What follows belongs to an exercise in optimizing a design on an open flow for small area, a short achievable clock period and few clock cycles; a production flow would make more cautious choices. The RTL was checked by simulation tests, not by an equivalence proof against the original design.

==> flow/design.v, too long to show whole: its modules and the start of the top module <==
// module muldiv_unit_p: 1372 lines
// module muldiv_bk_add: 31 lines
module muldiv_unit_p #(
    parameter int WIDTH = 32,
    parameter int K     = 2,
    parameter int R4    = 0
) (
    input  logic             clk,
    input  logic             reset,
    input  logic             start,
    input  logic [2:0]       op,
    input  logic [WIDTH-1:0] src_a,
    input  logic [WIDTH-1:0] src_b,
    input  logic             cancel,
    input  logic             wr_en,
    input  logic             wr_hi,
    input  logic [WIDTH-1:0] wr_data,
    output logic             busy,
    output logic             done,
    output logic [WIDTH-1:0] hi,
    output logic [WIDTH-1:0] lo
);
  // ...
==> flow/run.sh <==
#!/bin/bash
# synth_recipe.tcl (not shown) runs the flow's synth.tcl, then flattens the netlist and writes it again
# the make line also repeats each setting of config.mk as NAME=value (left out here)
make -C /OpenROAD-flow-scripts/flow DESIGN_CONFIG=/design/flow/config.mk WORK_HOME=/design/flow/orfs CLKGATE_MAP_FILE= SYNTH_SCRIPT=/design/flow/synth_recipe.tcl finish
==> flow/config.mk <==
export PLATFORM = sky130hd
export DESIGN_NAME = muldiv_unit_p
export DESIGN_NICKNAME = muldiv_unit_p
export VERILOG_FILES = /design/flow/design.v
export SDC_FILE = /design/flow/constraint.sdc
export NUM_CORES = 4
export LEC_CHECK = 0
export ABC_AREA = 1
export CAP_MARGIN = 30
export CORE_MARGIN = 2
export CORE_UTILIZATION = 40
export SETUP_SLACK_MARGIN = 5
export SLEW_MARGIN = 30
==> flow/constraint.sdc <==
create_clock -name core_clock -period 13.0 [get_ports {clk}]
set_input_delay 2.6000 -clock core_clock [delete_from_list [all_inputs] [get_ports {clk}]]
set_output_delay 2.6000 -clock core_clock [all_outputs]
set_load 0.01 [all_outputs]
==> impl_results.md, run 1 <==
- # Taps: about 1200
- Crit path time final: 7.90 ns
- Top cell type's share of synthesized area: 18.4%
- Critical Path AT: around 8.4 ns
- Hold Path Stages: 2
- Status: timing/DRC/antenna clean
- Simple logic cell fraction of the synthesized area: between 10 and 15%
- CP max-delay cell: xor2_1
- Most used DFF post-synth: edfxtp_1
- Clock latency on the worst-skew pair: around 0.63 ns
- GP Congestion: about 1.0
- CP Depth: 30
- Met2 GRT Util: 54.2%
- Hold crit path type: reg -> reg
- Highest achievable clock rate: roughly 130 MHz
- DP Worst Slack: about 2.9 ns
- R2r worst-path depth: 30
- Buffers, non-clock: around 340
- Full die area: between 0.09 and 0.1 mm²
- Initial Utilization: roughly two fifths
- Count of final setup violators: 0
- Post-synthesis instance total: 4863
- Cell mode on critical path: fa_1
- Post-Synthesis Cell Area: 0.0365 mm²
- First-pass GRT wire length: roughly 240000 µm
- Most frequent cells in the layout: nand2_1 (757), inv_1 (683), xor2_1 (410), fa_1 (333), o22ai_1 (331)
- Final nets: around 5600
- RSZ-0062 raised after global routing: true
- # placed instances: 6003
- Die H: just over 300 µm
- CTS tree: done
- Metal3 WL: approximately 18000 µm
Testbench counts, summed over its fixed seeds: cycles 15,792.
==> run 2: changes to the inputs <==
--- a/flow/design.v
+++ b/flow/design.v
@@ -26,17 +26,17 @@
     logic [2:0]    op_q;
     logic [32:0]   xe_q;                 
     logic [YW-1:0] ye_q;                 
     logic          ym1_q;                
     logic [31:0]   r_q, q_q;             
     logic [5:0]    cnt_q;                
     logic          first_q;              
     logic          triv_q, bzero_q;      
-    logic          qneg_q, rneg_q, qz_q;    
+    logic          qneg_q, rneg_q;
     logic          selacc_q, selt_q, selfix_q;    
     function automatic logic [5:0] lzc32(input logic [31:0] v);
         lzc32 = 6'd32;
         for (int i = 0; i < 32; i++) if (v[i]) lzc32 = 6'(31 - i);
     endfunction
     logic        in_sgn, in_div, fit_a, fit_b, swap, in_sa, in_sb, am_co, bm_co;
     logic [31:0] in_am, in_bm;
     logic [5:0]  in_za, in_zb;
@@ -48,42 +48,45 @@
         fit_a  = (src_a[31:17] == 15'h0) || (in_sgn && (src_a[31:17] == 15'h7fff));
         fit_b  = (src_b[31:17] == 15'h0) || (in_sgn && (src_b[31:17] == 15'h7fff));
         swap   = !in_div && !fit_b && fit_a;
         in_sa  = in_sgn && src_a[31];
         in_sb  = in_sgn && src_b[31];
     end
     muldiv_bk_add #(.W(32)) u_am (.a(src_a ^ {32{in_sa}}), .b(32'h0), .cin(in_sa), .s(in_am), .cout(am_co));
     muldiv_bk_add #(.W(32)) u_bm (.a(src_b ^ {32{in_sb}}), .b(32'h0), .cin(in_sb), .s(in_bm), .cout(bm_co));
-    logic [6:0]  in_she;
+    logic [5:0]  in_she;
+    logic [31:0] in_cmp_s;
+    logic        in_a_ge_b;
+    muldiv_bk_add #(.W(32)) u_icmp (.a(in_am), .b(~in_bm), .cin(1'b1), .s(in_cmp_s), .cout(in_a_ge_b));
     always_comb begin
         in_za  = lzc32(src_a ^ {32{in_sa}});
         in_zb  = lzc32(src_b ^ {32{in_sb}});
-        in_she = 7'({1'b0, in_zb} - {1'b0, in_za}) + 7'(in_sa);
+        in_she = 6'(in_zb - in_za) + 6'(in_sa);    
         in_ncyc = 6'd1;
         in_shp  = 6'(K - 1);
         for (int i = 0; i < 34; i++) begin
-            if (in_she == 7'(i)) begin
+            if (in_she == 6'(i)) begin
                 in_ncyc = 6'(i / K + 1);
                 in_shp  = 6'((i / K + 1) * K - 1);
             end
         end
         in_dal = DW'(in_bm) << in_shp;
     end
     logic accept;
     assign accept = !busy && start && !cancel;
     logic        sub;
     logic [33:0] xs;
     logic [18:0] yb;
     logic [63:0] addend, tree_a, tree_b, tsum;
     logic        fixq, fixr, tsum_co;
     assign sub  = op_q[2] & op_q[1];
     assign xs   = {xe_q[32], xe_q};
     assign yb   = {ye_q[17:0], ym1_q};
-    assign fixq = selfix_q && qneg_q && !qz_q;    
+    assign fixq = selfix_q && qneg_q;    
     assign fixr = selfix_q && rneg_q;
     always_comb begin
         addend = 64'h0;
         if (selacc_q) addend = {hi, lo};
         if (selt_q)   addend = {18'h0, r_q, q_q[31:18]};
         if (selfix_q) addend = {(fixr ? ~r_q : r_q), (fixq ? ~q_q : q_q)};
     end
     wire bh0 = yb[2], bm0 = yb[1], bl0 = yb[0];
@@ -1336,17 +1339,17 @@
     end
     always_ff @(posedge clk) begin
         if (!busy) begin
             op_q    <= op;
             ym1_q   <= 1'b0;
             short_q <= fit_a || fit_b;
             first_q <= 1'b1;
             bzero_q <= (src_b == 32'h0);
-            triv_q  <= (src_b == 32'h0) || in_she[6];
+            triv_q  <= (src_b == 32'h0) || !in_a_ge_b;
             qneg_q  <= in_sa ^ in_sb;
             rneg_q  <= in_sa;
             r_q     <= in_am;
             q_q     <= 32'h0;
             cnt_q   <= in_ncyc;
             xe_q    <= swap ? {in_sgn & src_b[31], src_b} : {in_sgn & src_a[31], src_a};
             if (in_div) ye_q <= YW'(in_dal);
             else        ye_q <= YW'(swap ? {in_sgn & src_a[31], src_a} : {in_sgn & src_b[31], src_b});
@@ -1357,17 +1360,16 @@
                     {r_q, q_q} <= tsum;
                     ye_q  <= YW'({{18{ye_q[32]}}, ye_q[32:18]});
                     ym1_q <= ye_q[17];
                 end
                 DSTEP: begin
                     r_q    <= r_n;
                     q_q    <= q_n;
                     cnt_q  <= cnt_q - 6'd1;
-                    qz_q   <= (q_n == 32'h0);
                     ye_q   <= (cnt_q == 6'd1) ? '0 : YW'(ye_q >> K);
                 end
                 default: ;
             endcase
         end
     end
 endmodule
 module muldiv_bk_add #(
==> flow/config.mk (replaced) <==
export PLATFORM = sky130hd
export DESIGN_NAME = muldiv_unit_p
export DESIGN_NICKNAME = muldiv_unit_p
export VERILOG_FILES = /design/flow/design.v
export SDC_FILE = /design/flow/constraint.sdc
export NUM_CORES = 4
export LEC_CHECK = 0
export CAP_MARGIN = 30
export CORE_MARGIN = 2
export CORE_UTILIZATION = 40
export SETUP_SLACK_MARGIN = 5
export SLEW_MARGIN = 30
export TNS_END_PERCENT = 0
==> run 2 against run 1 <==
Effect of this change:
- critical path depth is 12 lower
- via count is 2.3% higher
- final area grew 6.4%
- sequential share of layout area fell by 0.88 points
- synthesized area is 6.4% higher
- count of clock-buffer cells in the layout fell by 1
- worst setup slack lost 0.092 ns
- synthesized cell count shrank 3.3%
==> impl_results.md, run 2 <==
- Count of final setup violators: 0 (unchanged)
- Initial antenna violation count: 6 (was 3)
- Met3 Use GR: 5.78% (was 7.67%)
- Max FFs per register: 35 (unchanged)
- RSZ-0062 raised after global routing: true (unchanged)
- Longest Clk Path Bufs: 3 (unchanged)
- Netlist cell types: 102 (was 76)
- Most used DFF post-synth: edfxtp_1 (unchanged)
- Hold crit path type: reg -> reg (unchanged)
- Commonest non-fill, non-tap cell in the layout: inv_1 (was nand2_1)
- Post-synthesis instance total: 4701 (was 4863)
- Num CTS Buffers: 31 (was 29)
- Post-Synthesis Cell Area: 0.0388 mm² (was 0.0365 mm²)
- IO Count: 171 (unchanged)
- WP buf/inv: 3 (was 7)
- Post-synthesis sequential area ratio: 15.0% (was 16.1%)
- DR pass1 iterations: 8 (was 7)
- DRC Markers: 0 (unchanged)
- Worst path cell trace: clkdlybuf4s50_1 > or3_1 > or3_4 > a2111oi_4 > o21ai_0 > ha_1 > ha_1 > nand2_1 > o21ai_2 > and4_4 > o211ai_4 > buf_6 > nand3b_4 > buf_12 > mux4_2 > mux2i_4 > a211oi_2 > a2111o_1
- Synth Net Count: 5387 (was 5520)
- Die Wd: 316 µm (was 306 µm)
- CTS tree: done (unchanged)
- Aggregate negative setup slack: 0 ns (unchanged)
- Total GRT Usage: 33.7% (was 34.6%)
- Yosys warnings: 5 (unchanged)
- CTS clk-pin slew, worst paths: 0.07 ns (was 0.06 ns)
- Root buffer selected by CTS: clkbuf_16 (unchanged)
- Clock latency on the worst-skew pair: 0.64 ns (was 0.63 ns)
- Cell mode on critical path: ha_1 (was fa_1)
- Max FO, Critical Path: 11 (was 25)
- Vias in the first global route: 35900 (was 35700)
- Final Hold Fails: 0 (unchanged)
- Data required, critical path: 13.35 ns (was 13.50 ns)
- H-tree levels: 1 (unchanged)
- Maxcap violations: 0 (unchanged)
- Critical Path AT: 8.35 ns (was 8.40 ns)
- Largest cells by area after synthesis: fa_1 (17%), xnor2_1 (9.9%), edfxtp_1 (8.7%) (was fa_1 (18%), xor2_1 (10%), edfxtp_1 (9.4%))
- Final Slew Violations: 0 (unchanged)
- Clock net sink count: 218 (was 219)
- Mean routed wirelength per cell: 28.7 µm (was 27.2 µm)
- CP max-delay cell: clkdlybuf4s50_1 (was xor2_1)
- Vias per Instance: 6.31 (was 6.06)
- Core ar.: 0.0964 mm² (was 0.0903 mm²)
- Slowest cell delay on critical path: 0.65 ns (was 0.70 ns)
- # placed instances: 5863 (was 6003)
- Most frequent cells in the layout: inv_1 (453), xnor2_1 (423), nand2_1 (384), fa_1 (331), a22oi_1 (312) (was nand2_1 (757), inv_1 (683), xor2_1 (410), fa_1 (333), o22ai_1 (331))
- Grt peak-use layer: met2 (unchanged)
- First-pass GRT wire length: 249000 µm (was 241000 µm)
- Crit path time final: 7.99 ns (was 7.90 ns)
- Met2 GRT Util: 51.5% (was 54.2%)
- Die H: 316 µm (was 306 µm)
- Worst Tran Pin Value: 1.07 ns (was 1.00 ns)
- Routed wire length: 173000 µm (was 167000 µm)
- Leading area contributor after synthesis: fa_1 (unchanged)
- Full die area: 0.0996 mm² (was 0.0937 mm²)
- Finished Core Util: 46.5% (was 46.7%)
- 1st-iter DRT viols: 5097 (was 5095)
- IO buf count: 170 (unchanged)
- Final worst clock skew: 0.0588 ns (was 0.0332 ns)
- Hold-fix buffers, CTS: 0 (unchanged)
- CP Launch Type: input port (was register)
- Final nets: 5412 (was 5601)
- Top reg by flops: ye_q (unchanged)
- Top cell type's share of synthesized area: 17.3% (was 18.4%)
- GRT overflow: 0 (unchanged)
- Max-slew headroom: 28.6% (was 32.6%)
- Post-synth EDFFs: 113 (was 114)
- Area Overhead vs Synth: 15.5% (about the same)
- Delay-heaviest family, CP: compound AO/OA/AOI/OAI gates (was adder cells)
- Layout cells sized above 1: 10.8% (was 9.52%)
- Biggest regs: ye_q: 35 flops, xe_q: 33 flops (unchanged)
- GP Congestion: 1.01 (about the same)
- Antenna Violating Nets Remaining: 0 (unchanged)
- Highest achievable clock rate: 125 MHz (was 127 MHz)
- Cell with the most instances after synthesis: inv_1 (was nand2_1)
- Dpl hpwl: 128000 µm (was 123000 µm)
- Synth Area per Inst: 8.26 µm² (was 7.51 µm²)
- Crit path kind: in -> reg (was reg -> reg)
- Async SR Flop Fraction: 31.2% (was 31.1%)
- Vias: 38100 (was 37200)
- Commonest cells post-synth: inv_1 (461), xnor2_1 (438), nand2_1 (387) (was nand2_1 (776), inv_1 (699), xor2_1 (429))
- Final std cells w/o fill: 6029 (was 6145)
- Met1 GRT Util: 44.2% (was 43.7%)
- Core Rows: 114 (was 110)
- Largest net degree at the start of global routing: 82 (was 87)
- Final period util: 61.5% (was 60.8%)
- Status: timing/DRC/antenna clean (unchanged)
- Synth Register Bits: 218 (was 219)
- Critical Path End Type: register (unchanged)
- Initial Utilization: 40.3% (was 40.4%)
- Hold WS: 0.533 ns (was 0.538 ns)
==> run 2: repair_timing <==
action / 4_1_cts / 5_1_grt
pin swaps: 12 / 45
endpoints found under the setup margin: 134 / 85
gates resized for setup: 108 / 129
cloned: 7 / 9
setup buffers: 24 / 65
==> run 2: final cells by class <==
class	count	area (µm²)
repair inverters	2	17.5
fillers	9441	51600
clock inverters	21	262
well taps	1276	1600
clock buffers	37	850
repair buffers	377	3710
inverters	471	1810
flip-flops and latches	218	5850
diodes	2	5.00
multi-input cells	3625	30700
==> run 2: cells by family after synthesis <==
| kind of cell | synth area share (%) |
|---|---|
| AOI/OAI and AO/OA | 23.1 |
| muxes | 3.90 |
| xor gates and xnor gates | 12.5 |
| DFF | 15.0 |
| and+or+nand+nor | 11.8 |
| buffers and inverters | 8.54 |
| adders and majority gates | 25.2 |
==> run 2: through the flow <==
step / cell area, µm² / setup slack (ns)
2_1_floorplan: 39000 / 5.01
6_report: 44900 / 5.01
5_1_grt: 44800 / 4.98
3_5_place_dp: 41700 / 2.54
3_3_place_gp: 41700 / 2.57
4_1_cts: 43600 / 4.91
==> run 2: worst min-delay path, delay by kind of cell, from the launching register on <==
family	cells	cell delay [ns]
compound gates	1	0.06
flops	1	0.38
simple gates	1	0.05
==> run 2: per-layer routing <==
layer	routed length [µm]	vias up
met5	57	-
met4	13900	8
met3	17800	544
met2	75400	2471
met1	65600	18600
li1	-	16400
==> run 2: final timing paths <==
| kind | startpoint | endpoint | slack (ns) | cells past startpoint |
|---|---|---|---|---|
| setup reg to reg | selfix_q | hi[26] | 5.12 | 23 |
| setup / recovery | src_a[18] | ye_q[17] | 5.01 | 18 |
| hold / removal | lo[26] | lo[26] | 0.53 | 2 |
| hold reg to reg | lo[26] | lo[26] | 0.53 | 2 |
| min in group asynchronous | reset | lo[16] | 2.46 | 3 |
| max in group asynchronous | reset | busy | 9.86 | 3 |
Testbench counts of run 2, summed over its fixed seeds: cycles 15,716.
==> run 3: changes to the inputs <==
--- a/flow/config.mk
+++ b/flow/config.mk
@@ -11,3 +11,3 @@
 export SETUP_SLACK_MARGIN = 5
 export SLEW_MARGIN = 30
-export TNS_END_PERCENT = 0
+export TNS_END_PERCENT = 10
==> run 3 against run 2 <==
Effect of this change:
- worst setup slack worse by 0.0072 ns
- worst hold slack better by 0.0015 ns
- highest routed layer unchanged
- final cell count hardly changed
- largest cell class unchanged
- first-iteration DRC count is 7.1% higher
==> impl_results.md, run 3 <==
- Die Wd: 316 µm (unchanged)
- Post-synthesis sequential area ratio: 15.0% (unchanged)
- Worst Tran Pin Value: 1.10 ns (was 1.07 ns)
- Clock latency on the worst-skew pair: 0.65 ns (was 0.64 ns)
- Final Slew Violations: 0 (unchanged)
- Maxcap violations: 0 (unchanged)
- Num CTS Buffers: 31 (unchanged)
- Cell with the most instances after synthesis: inv_1 (unchanged)
- Largest cells by area after synthesis: fa_1 (17%), xnor2_1 (9.9%), edfxtp_1 (8.7%) (unchanged)
- Root buffer selected by CTS: clkbuf_16 (unchanged)
- Post-synthesis instance total: 4701 (unchanged)
- Top reg by flops: ye_q (unchanged)
- Final nets: 5411 (was 5412)
- Simple logic cell fraction of the synthesized area: 11.8% (unchanged)
- PnR worst setup slack: 5.00 ns (was 5.01 ns)
- Final Hold Fails: 0 (unchanged)
- CP Launch Type: input port (unchanged)
- Vias: 38200 (was 38100)
- Core ar.: 0.0964 mm² (unchanged)
- Vias in the first global route: 35900 (about the same)
- Mean routed wirelength per cell: 28.7 µm (about the same)
- Core Rows: 114 (unchanged)
- Synth Area in Compound Gates: 23.1% (unchanged)
- Placed Area: 0.0417 mm² (unchanged)
- Dpl hpwl: 128000 µm (unchanged)
- 1st-iter DRT viols: 5461 (was 5097)
- Status: timing/DRC/antenna clean (unchanged)
- Commonest non-fill, non-tap cell in the layout: inv_1 (unchanged)
- DRC Markers: 0 (unchanged)
- Max-slew headroom: 26.1% (was 28.6%)
- Initial antenna violation count: 6 (unchanged)
- Top cell type's share of synthesized area: 17.3% (unchanged)
- Max FFs per register: 35 (unchanged)
- CTS tree: done (unchanged)
- Area Overhead vs Synth: 15.3% (was 15.5%)
- GRT overflow: 0 (unchanged)
- First-pass GRT wire length: 249000 µm (about the same)
- Post-synth EDFFs: 113 (unchanged)
- Hold crit path type: reg -> reg (unchanged)
- Mux cell area share after synthesis: 3.90% (unchanged)
- Yosys warnings: 5 (unchanged)
- Leading area contributor after synthesis: fa_1 (unchanged)
- Synth Register Bits: 218 (unchanged)
- H-tree levels: 1 (unchanged)
- Critical Path AT: 8.31 ns (was 8.35 ns)
- Design area: 0.0448 mm² (was 0.0449 mm²)
- Most used DFF post-synth: edfxtp_1 (unchanged)
- Total GRT Usage: 33.7% (about the same)
- Aggregate negative setup slack: 0 ns (unchanged)
- Largest family of logic cells by synthesized area: adder cells (unchanged)
- Initial Utilization: 40.3% (unchanged)
- Vias per Instance: 6.33 (was 6.31)
- Data required, critical path: 13.31 ns (was 13.35 ns)
- Synth Area per Inst: 8.26 µm² (unchanged)
- Antenna Violating Nets Remaining: 0 (unchanged)
- Count of final setup violators: 0 (unchanged)
- GP Congestion: 1.01 (unchanged)
- Crit path time final: 8.00 ns (was 7.99 ns)
- Synth Net Count: 5387 (unchanged)
- Netlist cell types: 102 (unchanged)
- Final period util: 61.5% (about the same)
- RSZ-0062 raised after global routing: true (unchanged)
- Largest net degree at the start of global routing: 82 (unchanged)
- Crit path kind: in -> reg (unchanged)
- Post-Synthesis Cell Area: 0.0388 mm² (unchanged)
- Commonest cells post-synth: inv_1 (461), xnor2_1 (438), nand2_1 (387) (unchanged)
- Clock net sink count: 218 (unchanged)
- IO buf count: 170 (unchanged)
- Xor/xnor share of the synthesized area: 12.5% (unchanged)
- Die H: 316 µm (unchanged)
- Routed wire length: 173000 µm (about the same)
- Biggest regs: ye_q: 35 flops, xe_q: 33 flops (unchanged)
- CTS clk-pin slew, worst paths: 0.06 ns (was 0.07 ns)
- Highest achievable clock rate: 125 MHz (about the same)
- DP Worst Slack: 2.54 ns (unchanged)
- DR pass1 iterations: 6 (was 8)
- Adder-Cell Fraction of Synth Area: 25.2% (unchanged)
- Layout cells sized above 1: 10.7% (was 10.8%)
- IO Count: 171 (unchanged)
- Hold WS: 0.534 ns (was 0.533 ns)
- Async SR Flop Fraction: 31.2% (unchanged)
- Full die area: 0.0996 mm² (unchanged)
- Max FO, Critical Path: 10 (was 11)
- Longest Clk Path Bufs: 3 (unchanged)
- Most frequent cells in the layout: inv_1 (454), xnor2_1 (423), nand2_1 (384), fa_1 (331), a22oi_1 (311) (was inv_1 (453), xnor2_1 (423), nand2_1 (384), fa_1 (331), a22oi_1 (312))
- Critical Path End Type: register (unchanged)
- Final worst clock skew: 0.0605 ns (was 0.0588 ns)
[run 3: cell counts after synthesis]
No cell type changed its count.
[run 3: worst paths after layout]
check / from / to / slack [ns] / cells after the start
max: src_b[2] / ye_q[31] / 5.00 / 26
min: lo[24] / lo[24] / 0.53 / 2
max reg2reg: selfix_q / hi[26] / 5.14 / 23
min reg2reg: lo[24] / lo[24] / 0.53 / 2
max in group asynchronous: reset / busy / 9.85 / 3
min in group asynchronous: reset / lo[16] / 2.46 / 3
[run 3: cells by family after synthesis]
group | after synthesis
AO/OA/AOI/OAI | 1357
XOR/XNOR | 554
adder cells (fa/ha/maj) | 581
buffers and inverters | 864
flip-flops | 218
multiplexers | 141
AND/OR/NAND/NOR | 986
[run 3: cell type report]
| cell class | count | area (µm²) |
|---|---|---|
| timing repair inverter | 1 | 8.76 |
| fill | 9470 | 51600 |
| antenna | 2 | 5.00 |
| multi-input combinational | 3625 | 30700 |
| clock buffer | 37 | 850 |
| tap | 1276 | 1600 |
| sequential | 218 | 5850 |
| timing repair buffer | 377 | 3660 |
| inverter | 471 | 1810 |
| clock inverter | 21 | 262 |
[run 3: per-stage QoR]
step                cells  util [%]
floorplan            4701         -
global placement     5863      43.3
detailed placement   5863      43.3
CTS                  5954      45.2
global route         6026      46.4
finish               6028      46.4
[run 3: critical path: stages]
cell	delay, ns
clkdlybuf4s50_1	0.69
nand4b_1	0.30
a21bo_2	0.25
a211oi_2	0.19
a21oi_1	0.09
o21ai_1	0.13
a21oi_1	0.08
a211oi_1	0.23
o221ai_1	0.16
a221oi_1	0.31
a21oi_1	0.08
or2_4	0.28
ha_4	0.25
ha_1	0.27
a21o_1	0.17
a21oi_2	0.18
o21ai_2	0.11
and4_4	0.19
o211ai_4	0.30
and2b_4	0.32
buf_12	0.14
nand2_8	0.04
buf_12	0.15
buf_4	0.16
o21ai_0	0.45
o221ai_1	0.17
[run 3: timing repair]
action,4_1_cts,5_1_grt
hold endpoints to repair,0,0
hold buffers,0,0
pin swaps,14,38
gates cloned,7,7
buffers inserted,26,64
resized for setup,111,115
endpoints found under the setup margin,134,86
[run 3: layer usage]
layer | global-route usage [%] | vias to the layer above | share of wire (%)
li1 | - | 16400 | -
met1 | 44.1 | 18600 | 37
met2 | 51.5 | 2550 | 44
met3 | 5.80 | 552 | 11
met4 | 21.9 | 8 | 8.2
met5 | 0 | - | 0.049
==> run 4: changes to the inputs <==
--- a/flow/config.mk
+++ b/flow/config.mk
@@ -6,4 +6,5 @@
 export NUM_CORES = 4
 export LEC_CHECK = 0
+export ABC_AREA = 1
 export CAP_MARGIN = 30
 export CORE_MARGIN = 2
@@ -11,3 +12,2 @@
 export SETUP_SLACK_MARGIN = 5
 export SLEW_MARGIN = 30
-export TNS_END_PERCENT = 10
==> run 4 against run 3 <==
Effect of this change:
- still clean on timing, DRC and antenna
- die area is 3.9% lower
- global-route usage is 0.25 points higher
- critical path depth is 6 higher
- count of clock-buffer cells in the layout is 1 lower
- via count is 3.2% lower
==> impl_results.md, run 4 <==
- Status: timing/DRC/antenna clean (unchanged)
- Max-slew headroom: 24.6% (was 26.1%)
- Clock latency on the worst-skew pair: 0.61 ns (was 0.65 ns)
- Post-synthesis instance total: 4885 (was 4701)
- Most used DFF post-synth: edfxtp_1 (unchanged)
- Aggregate negative setup slack: 0 ns (unchanged)
- Max FO, Critical Path: 21 (was 10)
- Die H: 309 µm (was 316 µm)
- Hold WS: 0.537 ns (was 0.534 ns)
- Most frequent cells in the layout: nand2_1 (803), inv_1 (695), xor2_1 (389), fa_1 (334), o21ai_0 (304) (was inv_1 (454), xnor2_1 (423), nand2_1 (384), fa_1 (331), a22oi_1 (311))
- Metal3 WL: 16800 µm (was 18500 µm)
- Final Hold Fails: 0 (unchanged)
- Longest Clk Path Bufs: 3 (unchanged)
- Delay-heaviest family, CP: adder cells (was compound AO/OA/AOI/OAI gates)
- Met1 wire length: 63200 µm (was 64800 µm)
- Full die area: 0.0957 mm² (was 0.0996 mm²)
- Total GRT Usage: 34.0% (was 33.7%)
- Dpl hpwl: 126000 µm (was 128000 µm)
- Final period util: 59.1% (was 61.5%)
- Cell mode on critical path: fa_1 (was a21oi_1)
- Biggest regs: ye_q: 35 flops, xe_q: 33 flops (unchanged)
- Max FFs per register: 35 (unchanged)
- Cell with the most instances after synthesis: nand2_1 (was inv_1)
- R2r worst-path depth: 32 (was 23)
- Core ar.: 0.0929 mm² (was 0.0964 mm²)
- 1st-iter DRT viols: 5157 (was 5461)
- Largest net degree at the start of global routing: 74 (was 82)
- Antenna Violating Nets Remaining: 0 (unchanged)
- Post-Synthesis Cell Area: 0.0373 mm² (was 0.0388 mm²)
- Maxcap violations: 0 (unchanged)
- CP Launch Type: register (was input port)
- Netlist cell types: 72 (was 102)
- Largest cells by area after synthesis: fa_1 (18%), xor2_1 (9.3%), edfxtp_1 (9.1%) (was fa_1 (17%), xnor2_1 (9.9%), edfxtp_1 (8.7%))
- GP Congestion: 1.01 (about the same)
- Hold Path Stages: 2 (unchanged)
- Core Rows: 112 (was 114)
- Uppermost layer routed: met5 (unchanged)
- FF-to-FF setup slack: 5.31 ns (was 5.14 ns)
- Critical Path AT: 8.21 ns (was 8.31 ns)
- Crit path time final: 7.69 ns (was 8.00 ns)
- Clock net sink count: 218 (unchanged)
- Synth Net Count: 5571 (was 5387)
- Fill cells: 9337 (was 9470)
- Synth Register Bits: 218 (unchanged)
- Mean routed wirelength per cell: 26.8 µm (was 28.7 µm)
- Reg2reg end: hi[29] (was hi[26])
- DR pass1 iterations: 8 (was 6)
- Yosys warnings: 5 (unchanged)
- Endpoint, Worst Hold: q_q[21] (was lo[24])
- Top reg by flops: ye_q (unchanged)
- Async SR Flop Fraction: 31.2% (unchanged)
- Initial antenna violation count: 5 (was 6)
- CTS tree: done (unchanged)
- Hold crit path type: reg -> reg (unchanged)
- IO Count: 171 (unchanged)
- Die Wd: 309 µm (was 316 µm)
- Leading area contributor after synthesis: fa_1 (unchanged)
- Synth Area per Inst: 7.64 µm² (was 8.26 µm²)
- Root buffer selected by CTS: clkbuf_16 (unchanged)
- Initial Utilization: 40.2% (was 40.3%)
- RSZ-0062 raised after global routing: true (unchanged)
- Commonest non-fill, non-tap cell in the layout: nand2_1 (was inv_1)
- Num CTS Buffers: 29 (was 31)
- GRT overflow: 0 (unchanged)
- Crit path kind: reg -> reg (was in -> reg)
- Design area: 0.0421 mm² (was 0.0448 mm²)
- Hold-fix buffers, CTS: 0 (unchanged)
- Critical Path End Type: register (unchanged)
- Slowest cell delay on critical path: 0.55 ns (was 0.69 ns)
- Vias per Instance: 5.95 (was 6.33)
- CP max-delay cell: fa_1 (was clkdlybuf4s50_1)
- Worst flop-to-flop path startpoint: ye_q[1] (was selfix_q)
- First-pass GRT wire length: 239000 µm (was 249000 µm)
- Routed wire length: 167000 µm (was 173000 µm)
- Data required, critical path: 13.52 ns (was 13.31 ns)
- Post-synthesis sequential area ratio: 15.6% (was 15.0%)
- Top cell type's share of synthesized area: 18.0% (was 17.3%)
- WP buf/inv: 6 (was 4)
- Met2 Wirelength: 73400 µm (was 75300 µm)
- Hold Startpoint: q_q[19] (was lo[24])
- Vias in the first global route: 34800 (was 35900)
- Final nets: 5617 (was 5411)
- Commonest cells post-synth: nand2_1 (808), inv_1 (707), xor2_1 (398) (was inv_1 (461), xnor2_1 (438), nand2_1 (387))
- H-tree levels: 1 (unchanged)
- Vias: 37000 (was 38200)
- Count of final setup violators: 0 (unchanged)
- Layout cells sized above 1: 7.63% (was 10.7%)
- CTS clk-pin slew, worst paths: 0.07 ns (was 0.06 ns)
- Highest achievable clock rate: 130 MHz (was 125 MHz)
- Area Overhead vs Synth: 12.7% (was 15.3%)
- Post-synth EDFFs: 113 (unchanged)
- Final worst clock skew: 0.0189 ns (was 0.0605 ns)
- IO buf count: 170 (unchanged)
- Placed Area: 0.0401 mm² (was 0.0417 mm²)
- Final Slew Violations: 0 (unchanged)
- Worst Tran Pin Value: 1.12 ns (was 1.10 ns)
- DRC Markers: 0 (unchanged)
==> run 4: cell types whose count changed in the layout (fill, tap and decap cells not counted), moves of 46 or more <==
cell | previous run | this run
a22oi_1 | 311 | 18
o21ai_0 | 258 | 304
xor2_1 | 104 | 389
mux2i_1 | 92 | 2
buf_4 | 168 | 97
nand2_1 | 384 | 803
a21o_1 | 76 | 16
o22ai_1 | 37 | 303
o211ai_1 | 35 | 85
nand3_1 | 65 | 111
xnor2_1 | 423 | 65
inv_1 | 454 | 695
==> run 4: per-layer routing <==
metal | track usage (%) | up-vias
li1 | - | 16300
met1 | 44.0 | 17800
met2 | 52.9 | 2337
met3 | 5.69 | 514
met4 | 21.3 | 6
met5 | 0 | -
==> run 4: cells by family (layout without fill, tap and decap cells) <==
kind of cell             Yosys count  count (layout)  share of synthesized area, %
buffers and inverters           1049            1108                          11.0
multiplexers                       2               2                        0.0537
XOR/XNOR                         503             503                          12.7
AO/OA/AOI/OAI                   1254            1254                          20.1
adder cells (fa/ha/maj)          581             581                          26.2
flip-flops                       218             218                          15.6
AND/OR/NAND/NOR                 1278            1288                          14.2
other                              0               1                             0
==> run 4: worst max path at each step <==
stage	start	to	slack [ns]	cells after the start
2_1_floorplan	op[0]	ye_q[24]	5.72	56
3_3_place_gp	op[0]	ye_q[25]	2.77	48
3_5_place_dp	op[0]	ye_q[25]	2.76	48
4_1_cts	selt_q	hi[29]	5.00	32
5_1_grt	src_b[2]	ye_q[29]	4.93	51
6_report	ye_q[1]	hi[29]	5.31	32
==> run 4: cell type report <==
type / instances / area, µm² / share of cell area [%]
Tap cell: 1254 / 1570 / 3.73
Clock inverter: 18 / 283 / 0.672
Clock buffer: 36 / 783 / 1.86
Multi-Input combinational cell: 3628 / 27800 / 66.2
Antenna cell: 1 / 2.50 / 0.00595
Timing Repair inverter: 2 / 15.0 / 0.0357
Sequential cell: 218 / 5840 / 13.9
Timing Repair Buffer: 289 / 2760 / 6.57
Inverter: 763 / 2970 / 7.05
==> run 4: timing repair <==
action | in CTS | in global routing
buffers inserted | 12 | 16
gates resized for setup | 41 | 126
pin swaps | 5 | 14
setup endpoints to repair | 112 | 103
cloned | 7 | 7
==> run 4: metrics by stage <==
| step | setup WS [ns] | std cells | utilization (%) |
|---|---|---|---|
| after global placement | 2.77 | 6112 | 43.2 |
| after global routing | 4.93 | 6208 | 45.3 |
| final | 5.31 | 6209 | 45.3 |
| after detailed placement | 2.76 | 6112 | 43.2 |
| after floorplan | 5.72 | 4885 | - |
| after CTS | 5.00 | 6185 | 44.6 |
==> run 4: worst register-to-register path: cells and delay by family (launching register included) <==
kind	cells	cell delay, ns
xor+xnor	3	0.74
flops	1	0.54
buf+inv	6	0.76
compound gates	7	1.25
simple gates	9	0.95
fa+ha+maj	7	3.36

## re-timing with driven ports
In the flow no input, the clock included, has a driving cell. The finished layouts below were timed again as built, in two steps. Step 1 (the two cells are an assumption about what drives the block):
set clk [get_ports {clk}]
set_driving_cell -lib_cell sky130_fd_sc_hd__clkbuf_16 $clk
set_driving_cell -lib_cell sky130_fd_sc_hd__buf_2 [delete_from_list [all_inputs] $clk]
Step 2, shift: input delay + t, output delay - t, t = (earliest + latest rising clock arrival at the registers) / 2. This alone moves slack from input paths to output paths. Three values: ideal, step 1, step 2; two values: the first two.
run	t (ns)	setup slack, ns	hold WS [ns]	worst data-port slew with drivers (ns)
run 1	0.687	5.101 / 5.101 / 4.562	0.538 / 0.538 / 0.538	0.15
run 2	0.680	5.009 / 5.048 / 4.367	0.533 / 0.533 / 0.533	0.07
run 3	0.683	5.001 / 5.046 / 4.362	0.534 / 0.534 / 0.534	0.06
run 4	0.673	5.311 / 5.311 / 4.817	0.537 / 0.537 / 0.537	0.11
After both steps setup and hold are still met in every run listed. The setup slack of run 2, which loses most, moves by +0.039 ns with the drivers and by -0.642 ns with both steps.
